From an optimization exercise on the open Yosys and OpenROAD flow, aimed at small area and a short achievable clock period; shortcuts taken in it are not production practice.
At most, simulation tests tie the RTL to the original design; equivalence was not proved.
No functional check of the RTL was part of run 5.
Power figures rest on the tool's default switching activity, not on a simulated workload.

$ cat flow/abc.script
strash
dch -f
map -a
$ cat design.v
`default_nettype none
package bombPkg;
	typedef logic [10-1:0] coordT;
	function automatic logic geq(input coordT v, input coordT c);
		logic r;
		r = 1'b1;
		for (int i = 0; i < 10; i++)
			r = (v[i] & ~c[i]) | ((v[i] | ~c[i]) & r);
		geq = r;
	endfunction
	function automatic logic gt(input coordT v, input coordT c);
		logic r;
		r = 1'b0;
		for (int i = 0; i < 10; i++)
			r = (v[i] & ~c[i]) | ((v[i] | ~c[i]) & r);
		gt = r;
	endfunction
	function automatic logic inRange(input coordT v, input coordT lo, input coordT hi);
		inRange = geq(v, lo) && !gt(v, hi);
	endfunction
	function automatic logic inOpen(input coordT v, input coordT lo, input coordT hi);
		inOpen = gt(v, lo) && !geq(v, hi);
	endfunction
endpackage
`default_nettype wire
`default_nettype none
module joystickDecoder (
	input logic [9:0] stickX,
	input logic [9:0] stickY,
	output logic up,
	output logic down,
	output logic left,
	output logic right
);
	logic xCentred;
	logic yCentred;
	assign xCentred = bombPkg::inRange(stickX, 10'd300, 10'd700);
	assign yCentred = bombPkg::inRange(stickY, 10'd300, 10'd700);
	assign up = bombPkg::gt(stickY, 10'd700) && xCentred;
	assign down = !bombPkg::geq(stickY, 10'd300) && xCentred;
	assign left = !bombPkg::geq(stickX, 10'd300) && yCentred;
	assign right = bombPkg::gt(stickX, 10'd700) && yCentred;
endmodule
`default_nettype wire
`default_nettype none
module nearDiff #(
	parameter int K = 5
) (
	input logic [9:0] p,
	input logic [9:0] s,
	output logic near,
	output logic [K-1:0] d
);
	localparam int H = 10 - K;
	logic [H-1:0] pHi;
	logic [H-1:0] sHi;
	logic [H-1:0] pHiDec;
	logic [H-1:0] pHiInc;
	logic [K:0] low;
	assign pHi = p[9:K];
	assign sHi = s[9:K];
	assign pHiDec = pHi - 1'b1;
	assign pHiInc = pHi + 1'b1;
	assign low = {1'b0, p[K-1:0]} - {1'b0, s[K-1:0]};
	assign near = ((sHi == pHi) && (low[K] == low[K-1]))
		|| ((pHi != '0) && (sHi == pHiDec) && low[K] && !low[K-1])
		|| ((pHi != '1) && (sHi == pHiInc) && !low[K] && low[K-1]);
	assign d = low[K-1:0];
endmodule
module bombFuse (
	input logic DIV_CLK,
	input logic reset,
	input logic gameTick,
	input logic dropBomb,
	input logic [9:0] posX,
	input logic [8:0] posY,
	input logic [9:0] pixelX,
	input logic [9:0] pixelY,
	input logic [4:0] rowPix,
	input logic [4:0] colPix,
	input logic rowSpan,
	input logic colSpan,
	output logic bombHit,
	output logic blastHit
);
	logic [6:0] count;
	logic [9:0] bombX;
	logic [8:0] bombY;
	logic [9:0] by;
	logic idle;
	logic fuse;
	logic blast;
	assign idle = (count == 7'd0);
	assign blast = count[6] && count[5] && (count[4:0] != 5'd0);
	assign fuse = !idle && !blast;
	always_ff @(posedge DIV_CLK or posedge reset)
	begin
		if (reset)
			count <= 7'd0;
		else if (gameTick)
		begin
			if (idle)
				count <= dropBomb ? 7'd96 : 7'd0;
			else if (count == 7'd1)
				count <= 7'd96 + 7'd24;
			else if (count == 7'd96 + 7'd1)
				count <= 7'd0;
			else
				count <= count - 7'd1;
		end
	end
	always_ff @(posedge DIV_CLK)
	begin
		if (gameTick && idle && dropBomb)
		begin
			bombX <= posX;
			bombY <= posY;
		end
	end
	assign by = {1'b0, bombY};
	logic nearX;
	logic nearY;
	logic [4:0] dx;
	logic [4:0] dy;
	nearDiff #(.K(5)) nearDiffX_i (.p(pixelX), .s(bombX), .near(nearX), .d(dx));
	nearDiff #(.K(5)) nearDiffY_i (.p(pixelY), .s(by), .near(nearY), .d(dy));
	function automatic logic absLe(input logic [4:0] v, input int t);
		absLe = v[4] ? (v >= 5'(32 - t)) : (v <= 5'(t));
	endfunction
	logic disc;
	assign disc = nearX && nearY && (
		(absLe(dx, 14) && absLe(dy, 5))
		|| (absLe(dx, 13) && absLe(dy, 7))
		|| (absLe(dx, 12) && absLe(dy, 8))
		|| (absLe(dx, 11) && absLe(dy, 10))
		|| (absLe(dx, 10) && absLe(dy, 11))
		|| (absLe(dx, 8) && absLe(dy, 12))
		|| (absLe(dx, 7) && absLe(dy, 13))
		|| (absLe(dx, 5) && absLe(dy, 14)));
	assign bombHit = fuse && !count[3] && disc;
	logic [4:0] rowOn;
	logic [4:0] colOn;
	assign rowOn[0] = bombPkg::inRange(by, 10'd6, 10'd58);
	assign rowOn[1] = bombPkg::inRange(by, 10'd110, 10'd162);
	assign rowOn[2] = bombPkg::inRange(by, 10'd214, 10'd266);
	assign rowOn[3] = bombPkg::inRange(by, 10'd318, 10'd370);
	assign rowOn[4] = bombPkg::inRange(by, 10'd422, 10'd474);
	assign colOn[0] = bombPkg::inRange(bombX, 10'd5, 10'd75);
	assign colOn[1] = bombPkg::inRange(bombX, 10'd145, 10'd215);
	assign colOn[2] = bombPkg::inRange(bombX, 10'd285, 10'd355);
	assign colOn[3] = bombPkg::inRange(bombX, 10'd425, 10'd495);
	assign colOn[4] = bombPkg::inRange(bombX, 10'd565, 10'd635);
	assign blastHit = blast
		&& ((rowSpan && |(rowOn & rowPix)) || (colSpan && |(colOn & colPix)));
endmodule
`default_nettype wire
`default_nettype none
module playerUnit #(
	parameter int playerIndex = 0
) (
	input logic DIV_CLK,
	input logic reset,
	input logic gameTick,
	input logic up,
	input logic down,
	input logic left,
	input logic right,
	input logic dropBomb,
	input logic [9:0] pixelX,
	input logic [9:0] pixelY,
	input logic [4:0] rowPix,
	input logic [4:0] colPix,
	input logic rowSpan,
	input logic colSpan,
	output logic avatarHit,
	output logic bombHit,
	output logic blastHit
);
	localparam logic [9:0] START_X = (playerIndex == 0) ? 10'd10 : 10'd600;
	localparam logic [8:0] START_Y = (playerIndex == 0) ? 9'(10'd10) : 9'(10'd450);
	logic [9:0] posX;
	logic [8:0] posY;
	logic [9:0] py;
	assign py = {1'b0, posY};
	function automatic logic ge(input logic [9:0] v, input logic [9:0] c);
		ge = bombPkg::geq(v, c);
	endfunction
	logic colAny;
	logic rowAny;
	assign colAny = (ge(posX, 10'd55 + 10'd1) && !ge(posX, 10'd165))
		|| (ge(posX, 10'd195 + 10'd1) && !ge(posX, 10'd305))
		|| (ge(posX, 10'd335 + 10'd1) && !ge(posX, 10'd445))
		|| (ge(posX, 10'd475 + 10'd1) && !ge(posX, 10'd585));
	assign rowAny = (ge(py, 10'd38 + 10'd1) && !ge(py, 10'd130))
		|| (ge(py, 10'd142 + 10'd1) && !ge(py, 10'd234))
		|| (ge(py, 10'd246 + 10'd1) && !ge(py, 10'd338))
		|| (ge(py, 10'd350 + 10'd1) && !ge(py, 10'd442));
	logic [3:0] winLeft;
	logic [3:0] winRight;
	logic [3:0] winUp;
	logic [3:0] winDown;
	assign winLeft[0] = ge(posX, 10'd165) && !ge(posX, 10'd165 + 10'd3);
	assign winLeft[1] = ge(posX, 10'd305) && !ge(posX, 10'd305 + 10'd3);
	assign winLeft[2] = ge(posX, 10'd445) && !ge(posX, 10'd445 + 10'd3);
	assign winLeft[3] = ge(posX, 10'd585) && !ge(posX, 10'd585 + 10'd3);
	assign winRight[0] = ge(posX, 10'd55 - 10'd2) && !ge(posX, 10'd55 + 10'd1);
	assign winRight[1] = ge(posX, 10'd195 - 10'd2) && !ge(posX, 10'd195 + 10'd1);
	assign winRight[2] = ge(posX, 10'd335 - 10'd2) && !ge(posX, 10'd335 + 10'd1);
	assign winRight[3] = ge(posX, 10'd475 - 10'd2) && !ge(posX, 10'd475 + 10'd1);
	assign winUp[0] = ge(py, 10'd130) && !ge(py, 10'd130 + 10'd3);
	assign winUp[1] = ge(py, 10'd234) && !ge(py, 10'd234 + 10'd3);
	assign winUp[2] = ge(py, 10'd338) && !ge(py, 10'd338 + 10'd3);
	assign winUp[3] = ge(py, 10'd442) && !ge(py, 10'd442 + 10'd3);
	assign winDown[0] = ge(py, 10'd38 - 10'd2) && !ge(py, 10'd38 + 10'd1);
	assign winDown[1] = ge(py, 10'd142 - 10'd2) && !ge(py, 10'd142 + 10'd1);
	assign winDown[2] = ge(py, 10'd246 - 10'd2) && !ge(py, 10'd246 + 10'd1);
	assign winDown[3] = ge(py, 10'd350 - 10'd2) && !ge(py, 10'd350 + 10'd1);
	logic [8:0] candUp;
	logic [8:0] candDown;
	logic [9:0] candLeft;
	logic [9:0] candRight;
	always_comb
	begin
		candUp = posY - 9'd3;
		if (colAny)
		begin
			if (winUp[0]) candUp = 9'(10'd131);
			if (winUp[1]) candUp = 9'(10'd235);
			if (winUp[2]) candUp = 9'(10'd339);
			if (winUp[3]) candUp = 9'(10'd443);
		end
		candDown = posY + 9'd3;
		if (colAny)
		begin
			if (winDown[0]) candDown = 9'(10'd37);
			if (winDown[1]) candDown = 9'(10'd141);
			if (winDown[2]) candDown = 9'(10'd245);
			if (winDown[3]) candDown = 9'(10'd349);
		end
		candLeft = posX - 10'd3;
		if (rowAny)
		begin
			if (winLeft[0]) candLeft = 10'd166;
			if (winLeft[1]) candLeft = 10'd306;
			if (winLeft[2]) candLeft = 10'd446;
			if (winLeft[3]) candLeft = 10'd586;
		end
		candRight = posX + 10'd3;
		if (rowAny)
		begin
			if (winRight[0]) candRight = 10'd54;
			if (winRight[1]) candRight = 10'd194;
			if (winRight[2]) candRight = 10'd334;
			if (winRight[3]) candRight = 10'd474;
		end
	end
	logic xLow;
	logic xHigh;
	logic yLow;
	logic yHigh;
	logic outOfArena;
	logic [9:0] holdX;
	logic [8:0] holdY;
	assign xLow = !ge(posX, 10'd26);
	assign xHigh = ge(posX, 10'd614 + 10'd1);
	assign yLow = !ge(py, 10'd27);
	assign yHigh = ge(py, 10'd453 + 10'd1);
	assign outOfArena = xLow || xHigh || yLow || yHigh;
	assign holdX = xLow ? 10'd26 : xHigh ? 10'd614 : posX;
	assign holdY = yLow ? 9'(10'd27) : yHigh ? 9'(10'd453) : posY;
	logic [9:0] nextX;
	logic [8:0] nextY;
	assign nextX = (left && !outOfArena) ? candLeft
		: (right && !outOfArena) ? candRight : holdX;
	assign nextY = (up && !outOfArena) ? candUp
		: (down && !outOfArena) ? candDown : holdY;
	always_ff @(posedge DIV_CLK or posedge reset)
	begin
		if (reset)
		begin
			posX <= START_X;
			posY <= START_Y;
		end
		else if (gameTick)
		begin
			posX <= nextX;
			posY <= nextY;
		end
	end
	logic nearAX;
	logic nearAY;
	logic [5:0] ax;
	logic [5:0] ay;
	logic noWrap;
	nearDiff #(.K(6)) nearDiffX_i (.p(pixelX), .s(posX), .near(nearAX), .d(ax));
	nearDiff #(.K(6)) nearDiffY_i (.p(pixelY), .s(py), .near(nearAY), .d(ay));
	function automatic logic within20(input logic [5:0] v);
		within20 = v[5] ? (v >= 6'd44) : (v <= 6'd20);
	endfunction
	assign noWrap = (playerIndex != 0) || bombPkg::geq(posX, 10'd20);
	assign avatarHit = noWrap && nearAX && nearAY && within20(ax) && within20(ay);
	bombFuse bombFuse_i (
		.DIV_CLK(DIV_CLK),
		.reset(reset),
		.gameTick(gameTick),
		.dropBomb(dropBomb),
		.posX(posX),
		.posY(posY),
		.pixelX(pixelX),
		.pixelY(pixelY),
		.rowPix(rowPix),
		.colPix(colPix),
		.rowSpan(rowSpan),
		.colSpan(colSpan),
		.bombHit(bombHit),
		.blastHit(blastHit)
	);
endmodule
`default_nettype wire
`default_nettype none
module pixelMixer (
	input logic DIV_CLK,
	input logic reset,
	input logic [9:0] pixelX,
	input logic [9:0] pixelY,
	input logic pixelActive,
	input logic avatar0,
	input logic bomb0,
	input logic blast0,
	input logic avatar1,
	input logic bomb1,
	input logic blast1,
	output logic vgaR,
	output logic vgaG,
	output logic vgaB
);
	logic wall;
	logic blockCol;
	logic blockRow;
	logic red;
	logic green;
	logic blue;
	assign wall = !bombPkg::gt(pixelX, 10'd5) || bombPkg::geq(pixelX, 10'd640 - 10'd5)
		|| !bombPkg::gt(pixelY, 10'd6) || bombPkg::geq(pixelY, 10'd480 - 10'd6);
	assign blockCol = bombPkg::inRange(pixelX, 10'd75, 10'd145)
		|| bombPkg::inRange(pixelX, 10'd215, 10'd285)
		|| bombPkg::inRange(pixelX, 10'd355, 10'd425)
		|| bombPkg::inRange(pixelX, 10'd495, 10'd565);
	assign blockRow = bombPkg::inRange(pixelY, 10'd58, 10'd110)
		|| bombPkg::inRange(pixelY, 10'd162, 10'd214)
		|| bombPkg::inRange(pixelY, 10'd266, 10'd318)
		|| bombPkg::inRange(pixelY, 10'd370, 10'd422);
	assign red = avatar0 || avatar1 || bomb0 || blast0;
	assign green = avatar1 || wall || (blockCol && blockRow);
	assign blue = bomb0 || blast0 || bomb1 || blast1;
	always_ff @(posedge DIV_CLK or posedge reset)
	begin
		if (reset)
		begin
			vgaR <= 1'b0;
			vgaG <= 1'b0;
			vgaB <= 1'b0;
		end
		else
		begin
			vgaR <= red && pixelActive;
			vgaG <= green && pixelActive;
			vgaB <= blue && pixelActive;
		end
	end
endmodule
`default_nettype wire
`default_nettype none
module bombGameTop (
	input logic DIV_CLK,
	input logic reset,
	input logic gameTick,
	input logic [9:0] stick0X,
	input logic [9:0] stick0Y,
	input logic bomb0,
	input logic [9:0] stick1X,
	input logic [9:0] stick1Y,
	input logic bomb1,
	input logic [9:0] pixelX,
	input logic [9:0] pixelY,
	input logic pixelActive,
	output logic vgaR,
	output logic vgaG,
	output logic vgaB
);
	logic up0, down0, left0, right0;
	logic up1, down1, left1, right1;
	logic avatar0, bombHit0, blastHit0;
	logic avatar1, bombHit1, blastHit1;
	logic [4:0] rowPix;
	logic [4:0] colPix;
	logic rowSpan;
	logic colSpan;
	assign rowPix[0] = bombPkg::inRange(pixelY, 10'd10, 10'd54);
	assign rowPix[1] = bombPkg::inRange(pixelY, 10'd114, 10'd158);
	assign rowPix[2] = bombPkg::inRange(pixelY, 10'd218, 10'd262);
	assign rowPix[3] = bombPkg::inRange(pixelY, 10'd322, 10'd366);
	assign rowPix[4] = bombPkg::inRange(pixelY, 10'd426, 10'd470);
	assign colPix[0] = bombPkg::inRange(pixelX, 10'd9, 10'd69);
	assign colPix[1] = bombPkg::inRange(pixelX, 10'd149, 10'd211);
	assign colPix[2] = bombPkg::inRange(pixelX, 10'd289, 10'd351);
	assign colPix[3] = bombPkg::inRange(pixelX, 10'd429, 10'd491);
	assign colPix[4] = bombPkg::inRange(pixelX, 10'd569, 10'd631);
	assign rowSpan = bombPkg::inRange(pixelX, 10'd9, 10'd631);
	assign colSpan = bombPkg::inRange(pixelY, 10'd6, 10'd474);
	joystickDecoder joystickDecoder0_i (
		.stickX(stick0X),
		.stickY(stick0Y),
		.up(up0),
		.down(down0),
		.left(left0),
		.right(right0)
	);
	joystickDecoder joystickDecoder1_i (
		.stickX(stick1X),
		.stickY(stick1Y),
		.up(up1),
		.down(down1),
		.left(left1),
		.right(right1)
	);
	playerUnit #(
		.playerIndex(0)
	) playerUnit0_i (
		.DIV_CLK(DIV_CLK),
		.reset(reset),
		.gameTick(gameTick),
		.up(up0),
		.down(down0),
		.left(left0),
		.right(right0),
		.dropBomb(bomb0),
		.pixelX(pixelX),
		.pixelY(pixelY),
		.rowPix(rowPix),
		.colPix(colPix),
		.rowSpan(rowSpan),
		.colSpan(colSpan),
		.avatarHit(avatar0),
		.bombHit(bombHit0),
		.blastHit(blastHit0)
	);
	playerUnit #(
		.playerIndex(1)
	) playerUnit1_i (
		.DIV_CLK(DIV_CLK),
		.reset(reset),
		.gameTick(gameTick),
		.up(up1),
		.down(down1),
		.left(left1),
		.right(right1),
		.dropBomb(bomb1),
		.pixelX(pixelX),
		.pixelY(pixelY),
		.rowPix(rowPix),
		.colPix(colPix),
		.rowSpan(rowSpan),
		.colSpan(colSpan),
		.avatarHit(avatar1),
		.bombHit(bombHit1),
		.blastHit(blastHit1)
	);
	pixelMixer pixelMixer_i (
		.DIV_CLK(DIV_CLK),
		.reset(reset),
		.pixelX(pixelX),
		.pixelY(pixelY),
		.pixelActive(pixelActive),
		.avatar0(avatar0),
		.bomb0(bombHit0),
		.blast0(blastHit0),
		.avatar1(avatar1),
		.bomb1(bombHit1),
		.blast1(blastHit1),
		.vgaR(vgaR),
		.vgaG(vgaG),
		.vgaB(vgaB)
	);
endmodule
`default_nettype wire
$ cat config.mk
export PLATFORM = sky130hd
export DESIGN_NAME = bombGameTop
export DESIGN_NICKNAME = bombGameTop
export VERILOG_FILES = /design/flow/design.v
export SDC_FILE = /design/flow/constraint.sdc
export NUM_CORES = 4
export LEC_CHECK = 0
export CAP_MARGIN = 20
export CORE_MARGIN = 2
export CORE_UTILIZATION = 40
export SLEW_MARGIN = 20
$ cat standard.sh
#!/bin/bash
# synth_recipe.tcl (not shown) runs the flow's synth.tcl, then flattens the netlist and writes it again
# the make line also repeats each setting of config.mk as NAME=value (left out here)
make -C /OpenROAD-flow-scripts/flow DESIGN_CONFIG=/design/flow/config.mk WORK_HOME=/design/flow/orfs CLKGATE_MAP_FILE= SYNTH_SCRIPT=/design/flow/synth_recipe.tcl "${@:-finish}"
$ cat flow/run.sh
#!/bin/bash
# Own layout flow. Synthesis is the standard synthesis script, run with
# an area-recovering ABC script (flow/abc.script in place of ORFS's
# abc_speed.script, in a private copy of ORFS's scripts folder), adders left
# to ABC (no Kogge-Stone map, no full-adder cells). Registers are mapped
# before ABC runs, so they are the standard synthesis's. Floorplan, power
# grid, tap cells, placement, CTS and routing are the standard flow,
# with the extra make variables in flow/vars.txt (one per line).
set -euo pipefail
WORK=$PWD
rm -rf "$WORK/synth_scripts"
cp -r "$FLOW_HOME/scripts" "$WORK/synth_scripts"
cp flow/abc.script "$WORK/synth_scripts/abc_speed.script"
bash standard.sh SCRIPTS_DIR="$WORK/synth_scripts" SYNTH_OPERATIONS_ARGS=-booth ADDER_MAP_FILE= synth > synth_flow.log 2>&1
VARS=()
if [[ -f flow/vars.txt ]]; then
	while read -r line; do
		[[ -n "$line" ]] && VARS+=("$line")
	done < flow/vars.txt
fi
bash standard.sh "${VARS[@]}" finish > layout_flow.log 2>&1
$ cat constraint.sdc
create_clock -name core_clock -period 14.0 [get_ports {DIV_CLK}]
set_input_delay 2.8000 -clock core_clock [delete_from_list [all_inputs] [get_ports {DIV_CLK}]]
set_output_delay 2.8000 -clock core_clock [all_outputs]
set_load 0.01 [all_outputs]
$ cat flow/vars.txt
SETUP_SLACK_MARGIN=9
BUFFER_PORTS_ARGS=-buffer_cell sky130_fd_sc_hd__buf_2
==> results of run 1 <==
[worst min-delay path by stage]
stage,start,to,slack [ps]
final,playerUnit0_i.posY[0],playerUnit0_i.bombFuse_i.bombY[0],500
after global routing,playerUnit0_i.posY[0],playerUnit0_i.bombFuse_i.bombY[0],530
after CTS,playerUnit0_i.posY[0],playerUnit0_i.bombFuse_i.bombY[0],500
after detailed placement,playerUnit0_i.posY[0],playerUnit0_i.bombFuse_i.bombY[0],480
after global placement,playerUnit0_i.posY[0],playerUnit0_i.bombFuse_i.bombY[0],470
after floorplan,playerUnit0_i.posY[0],playerUnit0_i.bombFuse_i.bombY[0],460
[metal layers]
metal  global-route usage [%]  part of all wire [%]
met1                     38.7                    44
met2                     46.0                    45
met3                     2.93                   7.3
met4                     9.44                   3.1
met5                        0                     0
[layout by cell type, fill, tap and decap left out, types with 26 or more instances in the layout]
cell type	count
clkinv_1	282
edfxtp_1	38
buf_4	40
o21ai_0	121
a21oi_1	138
nor4_1	26
o211ai_1	27
buf_2	63
xor2_1	63
nor2_1	404
nand2_1	240
nor3_1	71
nand3_1	67
dfrtp_1	43
nand4_1	27
[repair_timing]
action | in CTS | in global routing
pin swaps | 32 | 25
gates resized for setup | 100 | 42
setup endpoints to repair | 19 | 16
buffers inserted | 23 | 12
[critical path: stages]
cell and delay [ps]:
buf_12 120, clkinv_16 50, nor2_4 40, nor2_4 130, clkinv_2 90, nor2_4 100
nor2_2 50, or2_4 240, nand2_4 100, a21oi_4 70, o21ai_1 110, nand2_2 120
inv_4 80, nor2_4 30, buf_4 130, a22oi_1 150, nand2_1 70, nand4_1 100
o311ai_1 110, o41a_2 520, a31oi_1 130
[cell type report]
type                    instances  area share, %
clock inverters                 6          0.856
multi-input cells            1456           59.7
flip-flops and latches         93           19.5
inverters                     315           9.81
clock buffers                  10           1.76
well taps                     341           3.28
repair buffers                106           5.13
[stage by stage]
| stage | hold slack (ps) | cells | power [mW] | instance area (µm²) | utilization (%) |
|---|---|---|---|---|---|
| 6_report | 501 | 2327 | 2.07 | 13000 | 48.1 |
| 5_1_grt | 533 | 2327 | 2.24 | 13000 | 48.1 |
| 2_1_floorplan | 455 | 1864 | 1.33 | 11200 | - |
| 3_5_place_dp | 485 | 2276 | 1.68 | 12000 | 44.2 |
| 3_3_place_gp | 469 | 2276 | 1.69 | 11900 | 44.2 |
| 4_1_cts | 502 | 2315 | 2.01 | 12800 | 47.2 |
[sequential cells by signal, indices dropped and copies added, names as in the netlist]
name / flops
playerUnit0_i.posY: 9
pixelMixer_i.vgaB: 1
playerUnit0_i.bombFuse_i.bombY: 9
pixelMixer_i.vgaG: 1
playerUnit0_i.bombFuse_i.count: 7
playerUnit1_i.bombFuse_i.count: 7
playerUnit1_i.posY: 9
playerUnit0_i.bombFuse_i.bombX: 10
playerUnit1_i.bombFuse_i.bombY: 9
pixelMixer_i.vgaR: 1
playerUnit0_i.posX: 10
playerUnit1_i.posX: 10
playerUnit1_i.bombFuse_i.bombX: 10
[cells by family (layout without fill, tap and decap cells)]
logic type / after synthesis / in the layout
AO/OA/AOI/OAI: 462 / 462
XOR/XNOR: 88 / 88
buffers and inverters: 315 / 437
flip-flops: 93 / 93
AND/OR/NAND/NOR: 906 / 906
[power groups by stage]
stage	sequential, mW	clock, mW	combinational [mW]
final	0.541	0.299	1.23
after global routing	0.554	0.314	1.37
after global placement	0.541	0	1.15
after floorplan	0.475	0	0.857
after CTS	0.535	0.302	1.18
after detailed placement	0.542	0	1.14
==> key figures, run 1 <==
STA
  • Fin crit share: 36.2%
  • Worst relative slew slack: 30.0%
  • Slew @ Worst Pin: 1020 ps
  • Setup violations, final: 0
  • Fmax: 0.197 GHz
  • RSZ-0062 raised after global routing: true
  • Final-report hold violation count: 0
  • Final min period: 5070 ps
  • Setup TNS: 0 ps
  • Slew Viols, Final: 0
  • Layout Skew: 10.3 ps
  • Worst setup margin: 8930 ps

Synth
  • Post-synthesis sequential area ratio: 22.9%
  • XOR/XNOR Fraction of Synth Area: 6.98%
  • Top cells by count, synth: nor2_1 (447), clkinv_1 (315), nand2_1 (252)
  • Ranking of synthesized cells by area: nor2_1 (15%), clkinv_1 (11%), edfxtp_1 (10%)
  • Syn Nets: 1930
  • Most frequent cell after synthesis: nor2_1
  • Post-synth EDFFs: 38
  • Synth Register Bits: 93
  • Synth Area in Adders: 0%
  • Largest family of logic cells by synthesized area: simple AND/OR/NAND/NOR gates
  • Yosys cell types: 40
  • Mapped cell area: 11000 µm²
  • Synth Flop Type: dfrtp_1
  • Post-synthesis mux area share: 0%
  • Yosys top cell by area: nor2_1
  • Yosys top cell area share: 15.2%
  • Area fraction in compound gates after synthesis: 25.4%
  • Synth Area in Simple Gates: 34.0%
  • Synth Warn #: 6
  • Mean Syn Cell Area: 5.92 µm²
  • Syn Inst Count: 1864
  • FFs w/ async S/R, synth: 59.1%

Cells and area
  • Final nets: 2047
  • Fillers: 2850
  • Layout cells sized above 1: 12.8%
  • Reg area: 2530 µm²
  • Area Growth Syn to Fin: 17.8%
  • Multi-input logic area: 7760 µm²
  • ANT cells: 0

Setup path
  • End of the critical path: pixelMixer_i.vgaB
  • Crit. End Element: flop
  • R2r startpoint: playerUnit0_i.posY[1]
  • CP startpoint: pixelY[1]
  • R2r setup slk: 10140 ps
  • Startpoint types: input pin
  • Crit-path max FO: 4
  • CP Data Arrival Time: 5360 ps
  • Critical path type: input pin to flop
  • Reg2reg end: playerUnit0_i.posX[6]
  • Worst Reg2Reg Path Length in Cells: 19
  • Crit path required time: 14280 ps

Place
  • Pre-CTS WS: 8020 ps
  • Dpl hpwl: 31.0 mm
  • Gpl congestion: 0.978
  • Port buffer count: 68

Clock tree
  • Clock slew at reported path FFs: 70 ps
  • Worst-skew pair later-pin latency: 360 ps
  • # H-tree levels: 3
  • Clock buffer depth: 2
  • Cts hold-fix bufs: 0
  • Clock buffer count from CTS: 9
  • TritonCTS clock tree: done
  • CTS sink count: 93
  • Root Buffer: clkbuf_16

Die
  • Initial core utilization: 40.8%
  • Row Count: 60
  • I/O pin total: 69
  • Die Width: 170 µm
  • Core Box Area: 27000 µm²
  • Die height: 170 µm
  • Full die area: 28900 µm²

Outcome
  • Status: complete, no violations

Power
  • Power share of the sequential group: 26.2%
  • Clock power share: 14.4%
  • Comb power frac: 59.4%
  • Maximum vdd drop: 0.0707 mV
  • PwrDens: 159 nW/µm²
  • Psw: 1.12 mW
  • Leakage: 4.74 nW
  • Power Internal: 0.943 mW
  • Sw Share: 54.4%

Route
  • Avg WL per Cell: 17.4 µm
  • Post-Route WL: 40.5 mm
  • Number of DRC markers in iteration 0: 1422
  • Antenna Violating Nets Remaining: 0
  • Via density: 5.87
  • Vias: 13700
  • DRC: 0
  • Drt pass-1 iters: 5

GRT
  • Vias in the first global route: 12400
  • Initial antenna violation count: 0
  • Congestion Overflow GR: 0
  • Largest net degree at the start of global routing: 56
  • GRT Resource Usage Total: 28.1%
  • Global-route wire length before repair: 64.8 mm

Hold path
  • Worst hold stages: 0
  • Worst Hold Class: flop to flop

Job
  • MaxCap Viol Count: 0
==> run 2, diff against run 1 <==
==> flow/abc.script (replaced) <==
strash
&get -n
&fraig -x
&put
scorr
dc2
strash
&get -n
&dch -f
&nf -R 1000
&put
buffer -c
topo
stime -c
upsize -c
dnsize -c
==> flow/vars.txt (replaced) <==
SETUP_SLACK_MARGIN=9.25
BUFFER_PORTS_ARGS=-buffer_cell sky130_fd_sc_hd__buf_2
==> run 2 against run 1 <==
Effect of this change:
- flip-flop and latch count is the same
- first-iteration DRC count shrank 11%
- combinational power shrank 7%
- synthesized cell count shrank 17%
- die area shrank 1.5%
- count of clock-buffer cells in the layout is the same
- global-route usage shrank 4.2 points
==> key figures, run 2 <==
Clock tree
  • Worst-skew pair later-pin latency: 360 ps (about the same)
  • # H-tree levels: 3 (unchanged)
  • Root Buffer: clkbuf_16 (unchanged)
  • Clock slew at reported path FFs: 70 ps (about the same)
  • TritonCTS clock tree: done (unchanged)
  • Clock buffer depth: 2 (unchanged)
  • Clock buffer count from CTS: 9 (unchanged)
  • CTS sink count: 93 (unchanged)

Die
  • I/O pin total: 69 (unchanged)
  • Full die area: 28500 µm² (was 28900 µm²)
  • Die height: 169 µm (was 170 µm)
  • Initial core utilization: 40.6% (was 40.8%)
  • Core Box Area: 26800 µm² (was 27000 µm²)
  • Row Count: 60 (unchanged)
  • Die Width: 169 µm (was 170 µm)

STA
  • Fin crit share: 34.7% (was 36.2%)
  • Setup violations, final: 0 (unchanged)
  • Final-report hold violation count: 0 (unchanged)
  • Layout Skew: 7.96 ps (was 10.3 ps)
  • Worst setup margin: 9140 ps (was 8930 ps)
  • Final min period: 4860 ps (was 5070 ps)
  • Slew @ Worst Pin: 1060 ps (was 1020 ps)
  • RSZ-0062 raised after global routing: true (unchanged)
  • Setup TNS: 0 ps (unchanged)
  • Slew Viols, Final: 0 (unchanged)
  • Fmax: 0.206 GHz (was 0.197 GHz)
  • Worst relative slew slack: 29.1% (was 30.0%)

Cells and area
  • Final core utilization: 47.0% (was 48.1%)
  • Area Growth Syn to Fin: 15.8% (was 17.8%)
  • Non-filler cells, final: 1916 (was 2327)
  • ANT cells: 0 (unchanged)
  • Commonest cells after routing, fill and taps aside: nand2_1 (183), nor2_1 (165), o21ai_0 (110) (was nor2_1 (404), clkinv_1 (282), nand2_1 (240))
  • Layout cells sized above 1: 17.5% (was 12.8%)
  • Most common cell after layout, fill and taps aside: nand2_1 (was nor2_1)
  • Final nets: 1636 (was 2047)

GRT
  • Congestion Overflow GR: 0 (unchanged)
  • Largest net degree at the start of global routing: 56 (unchanged)
  • Initial antenna violation count: 1 (was 0)
  • Global-route wire length before repair: 55.4 mm (was 64.8 mm)
  • GRT Resource Usage Total: 23.9% (was 28.1%)
  • Vias in the first global route: 10900 (was 12400)

Place
  • Pre-CTS WS: 8250 ps (was 8020 ps)
  • Placed cells: 1861 (was 2276)
  • Dpl hpwl: 25.1 mm (was 31.0 mm)
  • Port buffer count: 68 (unchanged)
  • Gpl congestion: 0.953 (was 0.978)

Route
  • DRC: 0 (unchanged)
  • Via density: 6.15 (was 5.87)
  • Post-Route WL: 34.8 mm (was 40.5 mm)
  • Antenna Violating Nets Remaining: 0 (unchanged)
  • Vias: 11800 (was 13700)
  • Avg WL per Cell: 18.1 µm (was 17.4 µm)
  • Number of DRC markers in iteration 0: 1272 (was 1422)
  • Drt pass-1 iters: 6 (was 5)

Synth
  • Mapped cell area: 10900 µm² (was 11000 µm²)
  • Post-synthesis sequential area ratio: 23.3% (was 22.9%)
  • Syn Nets: 1614 (was 1930)
  • Post-synth EDFFs: 38 (unchanged)
  • Mean Syn Cell Area: 7.02 µm² (was 5.92 µm²)
  • Yosys top cell by area: edfxtp_1 (was nor2_1)
  • Yosys cell types: 93 (was 40)
  • Top cells by count, synth: nand2_1 (188), nor2_1 (172), o21ai_0 (117) (was nor2_1 (447), clkinv_1 (315), nand2_1 (252))
  • Syn Inst Count: 1548 (was 1864)
  • Synth Flop Type: dfrtp_1 (unchanged)
  • Synth Warn #: 6 (unchanged)
  • Yosys top cell area share: 10.5% (was 15.2%)
  • FFs w/ async S/R, synth: 59.1% (unchanged)
  • Most frequent cell after synthesis: nand2_1 (was nor2_1)
  • Ranking of synthesized cells by area: edfxtp_1 (10%), dfrtp_1 (9.9%), xnor2_1 (8.4%) (was nor2_1 (15%), clkinv_1 (11%), edfxtp_1 (10%))
  • Synth Register Bits: 93 (unchanged)

Hold path
  • Worst hold start: playerUnit0_i.bombFuse_i.count[0] (was playerUnit0_i.posY[0])
  • Worst Hold Class: flop to flop (unchanged)

Setup path
  • Critical path type: input pin to flop (unchanged)
  • Startpoint types: input pin (unchanged)
  • Crit. End Element: flop (unchanged)
  • Crit-path max FO: 9 (was 4)
  • CP Data Arrival Time: 5130 ps (was 5360 ps)
  • Crit path required time: 14270 ps (was 14280 ps)
  • R2r startpoint: playerUnit1_i.posY[1] (was playerUnit0_i.posY[1])
  • CP startpoint: pixelY[1] (unchanged)

Power
  • PwrDens: 160 nW/µm² (was 159 nW/µm²)
  • Maximum vdd drop: 0.0739 mV (was 0.0707 mV)
  • Leakage: 4.51 nW (was 4.74 nW)
  • Total power: 2.01 mW (was 2.07 mW)

Outcome
  • Status: complete, no violations (unchanged)

Job
  • MaxCap Viol Count: 0 (unchanged)
run 2: cell count changes in the layout (fill, tap and decap cells not counted), moves of 19 or more:
cell      change
clkinv_1    -280
nor2_1      -239
xnor2_1      +69
nand2_1      -57
a21oi_1      -39
nand2b_1     +32
nor2b_1      +22
inv_1        +19
nor2_2       -19
run 2: final timing paths:
kind                                                endpoint  slack, ps  cells past startpoint
hold reg to reg            playerUnit0_i.bombFuse_i.count[0]        540                      2
setup / recovery                           pixelMixer_i.vgaR       9140                     14
min in group asynchronous  playerUnit1_i.bombFuse_i.count[2]       2680                      3
setup reg to reg                       playerUnit1_i.posX[6]      10430                     13
hold / removal             playerUnit0_i.bombFuse_i.count[0]        540                      2
max in group asynchronous              playerUnit0_i.posX[2]      10780                      3
run 2: worst max-delay path, cell delays in order:
cell	delay (ps)
buf_12	140
clkinv_8	70
nor2_1	50
o21bai_4	180
nand2_2	80
o21ai_4	70
o21ai_2	180
maj3_2	260
nand3_2	100
o41ai_2	400
a41oi_2	110
a2111oi_4	350
a21oi_1	150
a21oi_1	170
run 2: report_power, final:
part           leakage (nW)  total [mW]  switching [mW]  internal (mW)
Sequential            0.984       0.619           0.242          0.377
Clock                 0.147       0.251           0.112          0.139
Combinational          3.38        1.14           0.650          0.488
run 2: logic make-up (layout without fill, tap and decap cells):
logic type | Yosys count | in the layout | share of synthesized area [%]
fa+ha+maj | 4 | 4 | 0.391
flops | 93 | 93 | 23.3
xor+xnor | 159 | 159 | 12.9
buf+inv | 131 | 158 | 4.90
simple gates | 689 | 689 | 31.1
compound gates | 470 | 470 | 27.2
mux | 2 | 2 | 0.184
run 2: metal layers:
| layer | share of wire, % | track usage, % |
|---|---|---|
| met2 | 47 | 39.5 |
| met1 | 43 | 31.4 |
| met4 | 3.1 | 9.37 |
| met3 | 7.3 | 3.74 |
| met5 | 0.035 | 0 |
run 2: through the flow:
stage               hold slack, ps  area (µm²)
CTS                            537       12100
finish                         537       12600
global placement               506       11400
global route                   568       12600
detailed placement             520       11400
floorplan                      420       11000
run 2: cell type report:
| cell class | instances | area (µm²) |
|---|---|---|
| Clock inverter | 6 | 62.6 |
| Sequential cell | 93 | 2530 |
| Clock buffer | 10 | 229 |
| Timing Repair Buffer | 112 | 761 |
| Tap cell | 341 | 427 |
| Inverter | 30 | 141 |
| Multi-Input combinational cell | 1324 | 8430 |
| Fill cell | 2657 | 14200 |
run 2: what timing repair did:
action	in CTS	in global routing
hold buffers	0	0
buffers inserted	16	23
gates resized for setup	64	78
pin swaps	20	45
endpoints found under the setup margin	10	6
==> run 3, diff against run 2 <==
==> flow/vars.txt (replaced) <==
SETUP_SLACK_MARGIN=9
BUFFER_PORTS_ARGS=-buffer_cell sky130_fd_sc_hd__buf_2
==> run 3 against run 2 <==
Effect of this change:
- final area is 5.1% lower
- critical path type unchanged
- power fell by 3.2%
- final cell count shrank 1.7%
- largest power group unchanged
- register-to-register slack improved by 90 ps
- critical endpoint unchanged
- sequential share of layout area increased by 1.1 points
- fmax is 0.63% lower
- utilization decreased by 2.4 points
- worst hold slack got worse by 8.4 ps
- sequential power barely moved
- area after synthesis unchanged
- largest cell class unchanged
- die area did not move
- via count decreased by 2.4%
==> key figures, run 3 <==
GRT
  • Global-route wire length before repair: 55.1 mm (was 55.4 mm)
  • Vias in the first global route: 10600 (was 10900)
  • GRT Resource Usage Total: 23.5% (was 23.9%)
  • Congestion Overflow GR: 0 (unchanged)
  • Initial antenna violation count: 0 (was 1)
  • Largest net degree at the start of global routing: 56 (unchanged)

Cells and area
  • Layout cells sized above 1: 12.5% (was 17.5%)
  • ANT cells: 0 (unchanged)
  • Most common cell after layout, fill and taps aside: nand2_1 (unchanged)
  • Area Growth Syn to Fin: 9.86% (was 15.8%)
  • Final nets: 1603 (was 1636)
  • Commonest cells after routing, fill and taps aside: nand2_1 (187), nor2_1 (167), o21ai_0 (115) (was nand2_1 (183), nor2_1 (165), o21ai_0 (110))

Setup path
  • Critical path type: input pin to flop (unchanged)
  • Critical Path Most Common Cell: a21oi_1 (unchanged)
  • CP cell instances: buf_6 > inv_4 > nor2_1 > o21bai_1 > nand2_1 > o21ai_1 > o21ai_2 > maj3_2 > nand3_1 > o41ai_2 > a41oi_2 > a2111oi_4 > a21oi_1 > a21oi_1 (was buf_12 > clkinv_8 > nor2_1 > o21bai_4 > nand2_2 > o21ai_4 > o21ai_2 > maj3_2 > nand3_2 > o41ai_2 > a41oi_2 > a2111oi_4 > a21oi_1 > a21oi_1)
  • CP Data Arrival Time: 5170 ps (was 5130 ps)
  • Crit-path slowest cell: a2111oi_4 (was o41ai_2)
  • Crit path required time: 14280 ps (was 14270 ps)
  • CP delay by family, top: compound AO/OA/AOI/OAI gates (unchanged)
  • Crit-path max FO: 9 (unchanged)
  • Startpoint types: input pin (unchanged)
  • Crit. End Element: flop (unchanged)
  • Slowest Stage Delay on Critical Path: 380 ps (was 400 ps)
  • WP buf/inv: 2 (unchanged)

Synth
  • Synth Warn #: 6 (unchanged)
  • Yosys top cell by area: edfxtp_1 (unchanged)
  • Synth Register Bits: 93 (unchanged)
  • Ranking of synthesized cells by area: edfxtp_1 (10%), dfrtp_1 (9.9%), xnor2_1 (8.4%) (unchanged)
  • Post-synthesis sequential area ratio: 23.3% (unchanged)
  • Syn Nets: 1614 (unchanged)
  • FFs w/ async S/R, synth: 59.1% (unchanged)
  • Synth Flop Type: dfrtp_1 (unchanged)
  • Syn Inst Count: 1548 (unchanged)
  • Yosys cell types: 93 (unchanged)
  • Mapped cell area: 10900 µm² (unchanged)
  • Yosys top cell area share: 10.5% (unchanged)
  • Mean Syn Cell Area: 7.02 µm² (unchanged)
  • Post-synth EDFFs: 38 (unchanged)
  • Top cells by count, synth: nand2_1 (188), nor2_1 (172), o21ai_0 (117) (unchanged)
  • Most frequent cell after synthesis: nand2_1 (unchanged)

Route
  • Post-Route WL: 33.9 mm (was 34.8 mm)
  • Antenna Violating Nets Remaining: 0 (unchanged)
  • Number of DRC markers in iteration 0: 1144 (was 1272)
  • Vias: 11500 (was 11800)
  • Via density: 6.11 (was 6.15)
  • Avg WL per Cell: 18.0 µm (was 18.1 µm)
  • Drt pass-1 iters: 8 (was 6)
  • DRC: 0 (unchanged)

Power
  • Leakage: 4.24 nW (was 4.51 nW)
  • Maximum vdd drop: 0.0751 mV (was 0.0739 mV)
  • Total power: 1.94 mW (was 2.01 mW)
  • PwrDens: 163 nW/µm² (was 160 nW/µm²)

Place
  • Gpl congestion: 0.929 (was 0.953)
  • Dpl hpwl: 25.2 mm (was 25.1 mm)
  • Port buffer count: 68 (unchanged)

Clock tree
  • # H-tree levels: 3 (unchanged)
  • TritonCTS clock tree: done (unchanged)
  • Root Buffer: clkbuf_16 (unchanged)
  • Worst-skew pair later-pin latency: 350 ps (was 360 ps)
  • Clock slew at reported path FFs: 70 ps (about the same)
  • Clock buffer count from CTS: 9 (unchanged)
  • Clock buffer depth: 2 (unchanged)
  • CTS sink count: 93 (unchanged)

Outcome
  • Status: complete, no violations (unchanged)

Die
  • I/O pin total: 69 (unchanged)
  • Row Count: 60 (unchanged)
  • Die Width: 169 µm (unchanged)
  • Die height: 169 µm (unchanged)
  • Core Box Area: 26800 µm² (unchanged)
  • Initial core utilization: 40.6% (unchanged)
  • Full die area: 28500 µm² (unchanged)

STA
  • Setup violations, final: 0 (unchanged)
  • Final-report hold violation count: 0 (unchanged)
  • RSZ-0062 raised after global routing: true (unchanged)
  • Setup TNS: 0 ps (unchanged)
  • Layout Skew: 11.6 ps (was 7.96 ps)
  • Worst relative slew slack: 46.4% (was 29.1%)
  • Slew @ Worst Pin: 794 ps (was 1060 ps)
  • Final min period: 4890 ps (was 4860 ps)
  • Fmax: 0.205 GHz (was 0.206 GHz)
  • Fin crit share: 34.9% (was 34.7%)
  • Slew Viols, Final: 0 (unchanged)

Hold path
  • Worst Hold Class: flop to flop (unchanged)

Job
  • MaxCap Viol Count: 0 (unchanged)
[run 3: layout make-up]
| cell class | instances | area (µm²) |
|---|---|---|
| fill | 2672 | 14900 |
| multi-input combinational | 1324 | 8100 |
| inverter | 30 | 120 |
| clock buffer | 12 | 236 |
| timing repair buffer | 79 | 458 |
| tap | 341 | 427 |
| sequential | 93 | 2530 |
| clock inverter | 4 | 72.6 |
[run 3: timing repair]
action,CTS,global route
gates cloned,0,0
hold endpoints to repair,0,0
setup endpoints to repair,12,11
pin swaps,2,13
hold buffers,0,0
gates resized for setup,18,50
setup buffers,3,6
[run 3: worst paths after layout]
path                                                   start                           endpoint  slack (ps)  cells past startpoint
hold / removal             playerUnit0_i.bombFuse_i.count[0]  playerUnit0_i.bombFuse_i.count[0]         530                      2
hold reg to reg            playerUnit0_i.bombFuse_i.count[0]  playerUnit0_i.bombFuse_i.count[0]         530                      2
setup reg to reg                       playerUnit0_i.posY[2]              playerUnit0_i.posX[3]       10520                     14
setup / recovery                                   pixelY[1]                  pixelMixer_i.vgaR        9110                     14
min in group asynchronous                              reset                  pixelMixer_i.vgaR        2670                      3
max in group asynchronous                              reset  playerUnit1_i.bombFuse_i.count[2]       10820                      3
[run 3: kinds of logic (layout without fill, tap and decap cells)]
group / after synthesis / after routing / synth area share, %
adders and majority gates: 4 / 4 / 0.391
xor gates and xnor gates: 159 / 159 / 12.9
buffers and inverters: 131 / 125 / 4.90
and+or+nand+nor: 689 / 689 / 31.1
DFF: 93 / 93 / 23.3
AOI/OAI and AO/OA: 470 / 470 / 27.2
muxes: 2 / 2 / 0.184
[run 3: stage by stage]
stage          setup WS, ps  instance area, µm²  util [%]  hold slack, ps  cells
2_1_floorplan          9000               10900         -             420   1548
3_3_place_gp           8250               11300      42.0             501   1858
3_5_place_dp           8140               11300      42.0             516   1858
4_1_cts                8870               11700      43.6             530   1877
5_1_grt                8970               11900      44.6             565   1883
6_report               9110               11900      44.6             528   1883
[run 3: worst register-to-register path, delay by kind of cell (launching register included)]
family                 cells  cell delay [ps]
DFF                        1              670
and+or+nand+nor            8             1560
AOI/OAI and AO/OA          4              750
buffers and inverters      2              410
[run 3: power by group]
group / total (mW) / leakage (nW) / switching (mW) / internal (mW)
sequential: 0.617 / 0.984 / 0.239 / 0.377
clock: 0.264 / 0.147 / 0.107 / 0.157
combinational: 1.06 / 3.11 / 0.626 / 0.439
total: 1.94 / 4.24 / 0.972 / 0.973
[run 3: routing by layer]
metal | share of wire (%) | GRT usage (%) | up-vias
li1 | - | - | 5622
met1 | 46 | 33.0 | 5409
met2 | 46 | 38.2 | 429
met3 | 5.7 | 2.29 | 43
met4 | 2.2 | 7.46 | 0
met5 | 0 | 0 | -
==> run 4, diff against run 3 <==
==> flow/vars.txt (replaced) <==
SETUP_SLACK_MARGIN=9
BUFFER_PORTS_ARGS=-buffer_cell sky130_fd_sc_hd__buf_2
CELL_PAD_IN_SITES_GLOBAL_PLACEMENT=0
CELL_PAD_IN_SITES_DETAIL_PLACEMENT=0
==> run 4 against run 3 <==
Effect of this change:
- still clean
- sequential share of layout area did not move
- count of clock-buffer cells in the layout did not move
- setup slack did not move
- utilization did not move
- combinational power barely moved
- via count did not move
- global-route usage did not move
- clock skew did not move
- critical path depth did not move
- final area did not move
- largest cell class unchanged
- largest power group unchanged
- highest routed layer unchanged
==> key figures, run 4 <==
Outcome
  • Status: complete, no violations (unchanged)

Cells and area
  • Layout cells sized above 1: 12.5% (unchanged)
  • Multi-input logic area: 8100 µm² (unchanged)
  • Final core utilization: 44.6% (unchanged)
  • Final nets: 1603 (unchanged)
  • Fillers: 2672 (unchanged)
  • Commonest cells after routing, fill and taps aside: nand2_1 (187), nor2_1 (167), o21ai_0 (115) (unchanged)
  • Design Area, Final: 11900 µm² (unchanged)
  • ANT cells: 0 (unchanged)
  • Area Growth Syn to Fin: 9.86% (unchanged)
  • Non-filler cells, final: 1883 (unchanged)
  • Most common cell after layout, fill and taps aside: nand2_1 (unchanged)
  • Reg area: 2530 µm² (unchanged)

Die
  • Core Box Area: 26800 µm² (unchanged)
  • Die Width: 169 µm (unchanged)
  • Row Count: 60 (unchanged)
  • Initial core utilization: 40.6% (unchanged)
  • Die height: 169 µm (unchanged)
  • I/O pin total: 69 (unchanged)
  • Full die area: 28500 µm² (unchanged)

Setup path
  • CP startpoint: pixelY[1] (unchanged)
  • R2r startpoint: playerUnit0_i.posY[2] (unchanged)
  • CP delay by family, top: compound AO/OA/AOI/OAI gates (unchanged)
  • Slowest Stage Delay on Critical Path: 380 ps (about the same)
  • Crit path required time: 14280 ps (about the same)
  • CP Data Arrival Time: 5170 ps (about the same)
  • Critical path type: input pin to flop (unchanged)
  • Crit. End Element: flop (unchanged)
  • Startpoint types: input pin (unchanged)
  • CP cell instances: buf_6 > inv_4 > nor2_1 > o21bai_1 > nand2_1 > o21ai_1 > o21ai_2 > maj3_2 > nand3_1 > o41ai_2 > a41oi_2 > a2111oi_4 > a21oi_1 > a21oi_1 (unchanged)
  • WP buf/inv: 2 (unchanged)
  • Critical Path Most Common Cell: a21oi_1 (unchanged)
  • Crit-path max FO: 9 (unchanged)
  • Crit-path slowest cell: a2111oi_4 (unchanged)

GRT
  • Congestion Overflow GR: 0 (unchanged)
  • Initial antenna violation count: 0 (unchanged)
  • Vias in the first global route: 10600 (unchanged)
  • Largest net degree at the start of global routing: 56 (unchanged)
  • GRT Resource Usage Total: 23.5% (unchanged)
  • Global-route wire length before repair: 55.1 mm (unchanged)

Place
  • Placed cells: 1858 (unchanged)
  • Pre-CTS WS: 8140 ps (unchanged)
  • Dpl hpwl: 25.2 mm (unchanged)
  • Gpl congestion: 0.929 (unchanged)
  • Port buffer count: 68 (unchanged)
  • Placed cell area: 11300 µm² (unchanged)

Synth
  • Mapped cell area: 10900 µm² (unchanged)
  • Syn Inst Count: 1548 (unchanged)
  • Synth Register Bits: 93 (unchanged)
  • Yosys top cell by area: edfxtp_1 (unchanged)
  • FFs w/ async S/R, synth: 59.1% (unchanged)
  • Synth Flop Type: dfrtp_1 (unchanged)
  • Yosys top cell area share: 10.5% (unchanged)
  • Post-synthesis sequential area ratio: 23.3% (unchanged)
  • Ranking of synthesized cells by area: edfxtp_1 (10%), dfrtp_1 (9.9%), xnor2_1 (8.4%) (unchanged)
  • Most frequent cell after synthesis: nand2_1 (unchanged)
  • Post-synth EDFFs: 38 (unchanged)
  • Mean Syn Cell Area: 7.02 µm² (unchanged)
  • Top cells by count, synth: nand2_1 (188), nor2_1 (172), o21ai_0 (117) (unchanged)
  • Yosys cell types: 93 (unchanged)
  • Synth Warn #: 6 (unchanged)
  • Syn Nets: 1614 (unchanged)

STA
  • Final-report hold violation count: 0 (unchanged)
  • Slew Viols, Final: 0 (unchanged)
  • Worst setup margin: 9110 ps (unchanged)
  • RSZ-0062 raised after global routing: true (unchanged)
  • Fin crit share: 34.9% (unchanged)
  • Setup violations, final: 0 (unchanged)
  • Fmax: 0.205 GHz (unchanged)
  • Layout Skew: 11.6 ps (unchanged)
  • Worst relative slew slack: 46.4% (unchanged)
  • Slew @ Worst Pin: 794 ps (unchanged)
  • Setup TNS: 0 ps (unchanged)
  • Worst-case hold slack: 528 ps (unchanged)
  • Final min period: 4890 ps (unchanged)

Clock tree
  • Worst-skew pair later-pin latency: 350 ps (about the same)
  • # H-tree levels: 3 (unchanged)
  • Clock buffer depth: 2 (unchanged)
  • CTS sink count: 93 (unchanged)
  • Clock buffer count from CTS: 9 (unchanged)
  • Root Buffer: clkbuf_16 (unchanged)
  • TritonCTS clock tree: done (unchanged)
  • Clock slew at reported path FFs: 70 ps (about the same)

Route
  • Drt pass-1 iters: 8 (unchanged)
  • Vias: 11500 (unchanged)
  • DRC: 0 (unchanged)
  • Met3 wire len: 1.94 mm (unchanged)
  • Post-Route WL: 33.9 mm (unchanged)
  • DRT met1 WL: 15.5 mm (unchanged)
  • Avg WL per Cell: 18.0 µm (unchanged)
  • Number of DRC markers in iteration 0: 1144 (unchanged)
  • Antenna Violating Nets Remaining: 0 (unchanged)
  • Routed wl met2: 15.7 mm (unchanged)
  • Via density: 6.11 (unchanged)
  • Highest metal used: met4 (unchanged)

Job
  • MaxCap Viol Count: 0 (unchanged)

Power
  • Maximum vdd drop: 0.0751 mV (unchanged)
  • Leakage: 4.24 nW (unchanged)
  • Total power: 1.94 mW (unchanged)
  • PwrDens: 163 nW/µm² (unchanged)

Hold path
  • Worst hold start: playerUnit0_i.bombFuse_i.count[0] (unchanged)
  • Worst Hold Class: flop to flop (unchanged)
==> run 4: timing repair <==
| item | 4_1_cts | 5_1_grt |
|---|---|---|
| endpoints found under the hold margin | 0 | 0 |
| pin swaps | 2 | 13 |
| gates cloned | 0 | 0 |
| setup endpoints to repair | 12 | 11 |
| gates resized for setup | 18 | 50 |
| buffers inserted | 3 | 6 |
| hold buffers | 0 | 0 |
==> run 4: kinds of logic after synthesis <==
| logic type | Yosys count | share of synthesized area, % |
|---|---|---|
| muxes | 2 | 0.184 |
| and+or+nand+nor | 689 | 31.1 |
| xor gates and xnor gates | 159 | 12.9 |
| DFF | 93 | 23.3 |
| buffers and inverters | 131 | 4.90 |
| adders and majority gates | 4 | 0.391 |
| AOI/OAI and AO/OA | 470 | 27.2 |
==> run 4: where the power goes <==
| group | switching, mW | internal [mW] | leakage, nW |
|---|---|---|---|
| Clock | 0.107 | 0.157 | 0.147 |
| Combinational | 0.626 | 0.439 | 3.11 |
| Sequential | 0.239 | 0.377 | 0.984 |
| Total | 0.972 | 0.973 | 4.24 |
==> run 4: area by class of cell <==
class,instances,area share [%]
Clock buffer,12,1.98
Clock inverter,4,0.608
Inverter,30,1.01
Multi-Input combinational cell,1324,67.8
Sequential cell,93,21.2
Tap cell,341,3.57
Timing Repair Buffer,79,3.83
==> run 4: routing by layer <==
layer | track usage, % | up-vias
met1 | 33.0 | 5409
met4 | 7.46 | 0
li1 | - | 5622
met2 | 38.2 | 429
met5 | 0 | -
met3 | 2.29 | 43
==> run 4: tightest hold or removal path, stage by stage, from the launching register on <==
cell and delay, ps:
dfrtp_1 370, nand2_1 50, o21ai_0 70
==> run 4: final timing paths <==
check | slack, ps | cells past startpoint | end
worst max-delay path | 9110 | 14 | pixelMixer_i.vgaR
worst min-delay path | 530 | 2 | playerUnit0_i.bombFuse_i.count[0]
worst min register to register | 530 | 2 | playerUnit0_i.bombFuse_i.count[0]
min in group asynchronous | 2670 | 3 | pixelMixer_i.vgaR
worst max register to register | 10520 | 14 | playerUnit0_i.posX[3]
max in group asynchronous | 10820 | 3 | playerUnit1_i.bombFuse_i.count[2]
==> run 5, diff against run 4 <==
--- a/design.v
+++ b/design.v
@@ -140,16 +140,16 @@
 	assign bombHit = fuse && !count[3] && disc;
 	logic [4:0] rowOn;
 	logic [4:0] colOn;
-	assign rowOn[0] = bombPkg::inRange(by, 10'd6, 10'd58);
+	assign rowOn[0] = !bombPkg::gt(by, 10'd58);
 	assign rowOn[1] = bombPkg::inRange(by, 10'd110, 10'd162);
 	assign rowOn[2] = bombPkg::inRange(by, 10'd214, 10'd266);
 	assign rowOn[3] = bombPkg::inRange(by, 10'd318, 10'd370);
-	assign rowOn[4] = bombPkg::inRange(by, 10'd422, 10'd474);
-	assign colOn[0] = bombPkg::inRange(bombX, 10'd5, 10'd75);
+	assign rowOn[4] = bombPkg::geq(by, 10'd422);
+	assign colOn[0] = !bombPkg::gt(bombX, 10'd75);
 	assign colOn[1] = bombPkg::inRange(bombX, 10'd145, 10'd215);
 	assign colOn[2] = bombPkg::inRange(bombX, 10'd285, 10'd355);
 	assign colOn[3] = bombPkg::inRange(bombX, 10'd425, 10'd495);
-	assign colOn[4] = bombPkg::inRange(bombX, 10'd565, 10'd635);
+	assign colOn[4] = bombPkg::geq(bombX, 10'd565);
 	assign blastHit = blast
 		&& ((rowSpan && |(rowOn & rowPix)) || (colSpan && |(colOn & colPix)));
 endmodule
==> flow/abc.script (replaced) <==
strash
&get -n
&fraig -x
&put
scorr
dc2
strash
&get -n
&dch -f
&nf -R 1000
&put
==> flow/vars.txt (replaced) <==
SETUP_SLACK_MARGIN=9
BUFFER_PORTS_ARGS=-buffer_cell sky130_fd_sc_hd__buf_2
==> run 5 against run 4 <==
Effect of this change:
- first-iteration DRC count decreased by 7.0%
- non-clock buffer count rose by 30
- still clean on timing, DRC and antenna
- die area decreased by 4.9%
==> key figures, run 5 <==
Outcome
  • Status: complete, no violations (unchanged)

Route
  • Via density: 6.25 (was 6.11)
  • Drt pass-1 iters: 5 (was 8)
  • Post-Route WL: 35.4 mm (was 33.9 mm)
  • Vias: 11800 (was 11500)
  • DRC: 0 (unchanged)
  • Antenna Violating Nets Remaining: 0 (unchanged)
  • Avg WL per Cell: 18.8 µm (was 18.0 µm)
  • Number of DRC markers in iteration 0: 1064 (was 1144)

STA
  • Final min period: 5220 ps (was 4890 ps)
  • Worst setup margin: 8780 ps (was 9110 ps)
  • Fmax: 0.191 GHz (was 0.205 GHz)
  • RSZ-0062 raised after global routing: true (unchanged)
  • Slew Viols, Final: 0 (unchanged)
  • Worst relative slew slack: 25.3% (was 46.4%)
  • Slew @ Worst Pin: 1110 ps (was 794 ps)
  • Fin crit share: 37.3% (was 34.9%)
  • Setup TNS: 0 ps (unchanged)
  • Layout Skew: 10.3 ps (was 11.6 ps)
  • Final-report hold violation count: 0 (unchanged)
  • Setup violations, final: 0 (unchanged)

Die
  • Initial core utilization: 40.9% (was 40.6%)
  • Row Count: 58 (was 60)
  • Die Width: 165 µm (was 169 µm)
  • Core Box Area: 25300 µm² (was 26800 µm²)
  • Full die area: 27100 µm² (was 28500 µm²)
  • I/O pin total: 69 (unchanged)
  • Die height: 165 µm (was 169 µm)

Place
  • Port buffer count: 68 (unchanged)
  • Dpl hpwl: 25.9 mm (was 25.2 mm)
  • Pre-CTS WS: 8060 ps (was 8140 ps)
  • Gpl congestion: 0.975 (was 0.929)

Synth
  • Syn Nets: 1499 (was 1614)
  • Mapped cell area: 10300 µm² (was 10900 µm²)
  • Mean Syn Cell Area: 7.20 µm² (was 7.02 µm²)
  • Synth Register Bits: 93 (unchanged)
  • FFs w/ async S/R, synth: 59.1% (unchanged)
  • Yosys top cell area share: 11.1% (was 10.5%)
  • Yosys cell types: 61 (was 93)
  • Most frequent cell after synthesis: nand2_1 (unchanged)
  • Ranking of synthesized cells by area: edfxtp_1 (11%), dfrtp_1 (10%), xnor2_1 (8.8%) (was edfxtp_1 (10%), dfrtp_1 (9.9%), xnor2_1 (8.4%))
  • Synth Warn #: 6 (unchanged)
  • Top cells by count, synth: nand2_1 (184), nor2_1 (161), o21ai_0 (137) (was nand2_1 (188), nor2_1 (172), o21ai_0 (117))
  • Synth Flop Type: dfrtp_1 (unchanged)
  • Yosys top cell by area: edfxtp_1 (unchanged)
  • Post-synth EDFFs: 38 (unchanged)
  • Syn Inst Count: 1433 (was 1548)
  • Post-synthesis sequential area ratio: 24.5% (was 23.3%)

Setup path
  • R2r startpoint: playerUnit0_i.posY[2] (unchanged)
  • R2r setup slk: 10050 ps (was 10520 ps)
  • Worst Reg2Reg Path Length in Cells: 12 (was 14)
  • Crit path required time: 14240 ps (was 14280 ps)
  • CP Data Arrival Time: 5460 ps (was 5170 ps)
  • Crit. End Element: flop (unchanged)
  • Critical path type: input pin to flop (unchanged)
  • CP startpoint: pixelY[0] (was pixelY[1])
  • End of the critical path: pixelMixer_i.vgaB (was pixelMixer_i.vgaR)
  • Startpoint types: input pin (unchanged)
  • Crit-path max FO: 5 (was 9)
  • Reg2reg end: playerUnit0_i.posY[4] (was playerUnit0_i.posX[3])

Clock tree
  • Worst-skew pair later-pin latency: 360 ps (was 350 ps)
  • Root Buffer: clkbuf_16 (unchanged)
  • Clock buffer count from CTS: 9 (unchanged)
  • Clock slew at reported path FFs: 70 ps (about the same)
  • # H-tree levels: 3 (unchanged)
  • Clock buffer depth: 2 (unchanged)
  • CTS sink count: 93 (unchanged)
  • Cts hold-fix bufs: 0 (unchanged)
  • TritonCTS clock tree: done (unchanged)

Power
  • Maximum vdd drop: 0.0806 mV (was 0.0751 mV)
  • Power share of the sequential group: 32.2% (was 31.7%)
  • Leakage: 4.32 nW (was 4.24 nW)
  • Sw Share: 51.1% (was 50.0%)
  • PwrDens: 158 nW/µm² (was 163 nW/µm²)
  • Power Internal: 0.957 mW (was 0.973 mW)
  • Comb power frac: 55.3% (was 54.7%)
  • Clock power share: 12.5% (was 13.6%)
  • Psw: 0.998 mW (was 0.972 mW)

Cells and area
  • Commonest cells after routing, fill and taps aside: nand2_1 (177), nor2_1 (151), a21oi_1 (119) (was nand2_1 (187), nor2_1 (167), o21ai_0 (115))
  • Final nets: 1619 (was 1603)
  • ANT cells: 0 (unchanged)
  • Most common cell after layout, fill and taps aside: nand2_1 (unchanged)
  • Layout cells sized above 1: 15.3% (was 12.5%)
  • Area Growth Syn to Fin: 19.8% (was 9.86%)

GRT
  • Global-route wire length before repair: 56.4 mm (was 55.1 mm)
  • Initial antenna violation count: 0 (unchanged)
  • Congestion Overflow GR: 0 (unchanged)
  • GRT Resource Usage Total: 25.9% (was 23.5%)
  • Largest net degree at the start of global routing: 56 (unchanged)
  • Vias in the first global route: 10800 (was 10600)

Hold path
  • Worst Hold Class: flop to flop (unchanged)
  • Worst hold start: playerUnit0_i.bombFuse_i.count[4] (was playerUnit0_i.bombFuse_i.count[0])

Job
  • MaxCap Viol Count: 0 (unchanged)
==> run 5: stage by stage <==
| stage | instance area [µm²] | total power [mW] | cells | hold slack (ps) | util [%] |
|---|---|---|---|---|---|
| 3_3_place_gp | 11300 | 1.60 | 1837 | 501 | 44.6 |
| 2_1_floorplan | 10500 | 1.30 | 1433 | 472 | - |
| 5_1_grt | 12400 | 2.11 | 1888 | 559 | 49.0 |
| 3_5_place_dp | 11300 | 1.60 | 1837 | 504 | 44.6 |
| 6_report | 12400 | 1.95 | 1888 | 529 | 49.0 |
| 4_1_cts | 11900 | 1.88 | 1867 | 520 | 47.0 |
==> run 5: cell type report <==
cell class,instances,area (µm²)
Clock buffer,10,239
Inverter,39,165
Fill cell,2510,12900
Tap cell,330,413
Clock inverter,6,46.3
Multi-Input combinational cell,1301,8260
Sequential cell,93,2530
Timing Repair Buffer,109,712
==> run 5: per-layer routing <==
| layer | vias up | routed length, µm | global-route usage, % |
|---|---|---|---|
| li1 | 5644 | - | - |
| met1 | 5606 | 15800 | 35.9 |
| met2 | 483 | 16300 | 42.3 |
| met3 | 58 | 2350 | 2.34 |
| met4 | 0 | 981 | 8.62 |
| met5 | - | 0 | 0 |
==> run 5: cell families after synthesis <==
kind of cell | count (synthesis) | share of synthesized area (%)
AND/OR/NAND/NOR | 649 | 30.2
XOR/XNOR | 162 | 13.7
buffers and inverters | 39 | 1.42
flip-flops | 93 | 24.5
AO/OA/AOI/OAI | 480 | 29.1
adder cells (fa/ha/maj) | 10 | 0.970
==> run 5: power by group through the flow <==
stage          clock network, mW  registers [mW]  logic [mW]
6_report                   0.244           0.630        1.08
5_1_grt                    0.258           0.650        1.20
4_1_cts                    0.249           0.620        1.01
3_5_place_dp                   0           0.625       0.975
3_3_place_gp                   0           0.626       0.974
2_1_floorplan                  0           0.534       0.763
==> run 5: critical path, cell delays in order <==
cell	delay, ps
buf_12	110
nand2b_4	130
nand2_2	70
o21ai_2	70
maj3_2	330
maj3_2	360
xnor2_4	180
inv_4	110
nand3_2	130
a21oi_1	290
o41ai_2	110
or4_4	550
a31oi_4	140
a21boi_1	80
==> run 5: timing repair <==
item / CTS / global route
endpoints found under the setup margin: 6 / 10
buffers inserted: 14 / 21
endpoints found under the hold margin: 0 / 0
pin swaps: 20 / 39
gates resized for setup: 49 / 82
==> run 5: how the worst min path moves through the flow <==
stage | endpoint | slack, ps | cells after the start
after floorplan | playerUnit0_i.bombFuse_i.count[4] | 470 | 2
after global placement | playerUnit1_i.bombFuse_i.count[0] | 500 | 2
after detailed placement | playerUnit0_i.bombFuse_i.count[4] | 500 | 2
after CTS | playerUnit0_i.bombFuse_i.count[4] | 520 | 2
after global routing | playerUnit0_i.bombFuse_i.count[4] | 560 | 2
final | playerUnit0_i.bombFuse_i.count[4] | 530 | 2

==> re-timing with driven ports <==
Ports are ideal in the flow. The routed layouts listed here were re-timed in OpenROAD.
Step 1 assumes that a clkbuf_16 drives the clock port and a buf_2 every other input.
Step 2 adds t to the input delays and takes it off the output delays; t is the mean of the earliest and latest rising clock arrival at the registers after step 1. Input paths then give back, and output paths get back, about the clock's delay inside the block.
Three values: ideal ports, drivers, drivers and shift; two values: the first two.
run	t (ns)	setup WS [ns]	worst register clock-pin slew, ns
run 1	0.401	8.925 / 8.913 / 8.512	0.08 / 0.08
run 2	0.403	9.143 / 9.135 / 8.731	0.07 / 0.07
run 3	0.397	9.112 / 9.104 / 8.707	0.07 / 0.07
run 4	0.397	9.112 / 9.104 / 8.707	0.07 / 0.07
run 5	0.399	8.777 / 8.771 / 8.373	0.08 / 0.08
After both steps every run listed still meets setup and hold. The setup slack of run 1, which loses most, moves by -0.012 ns with the drivers and by -0.413 ns with both steps.
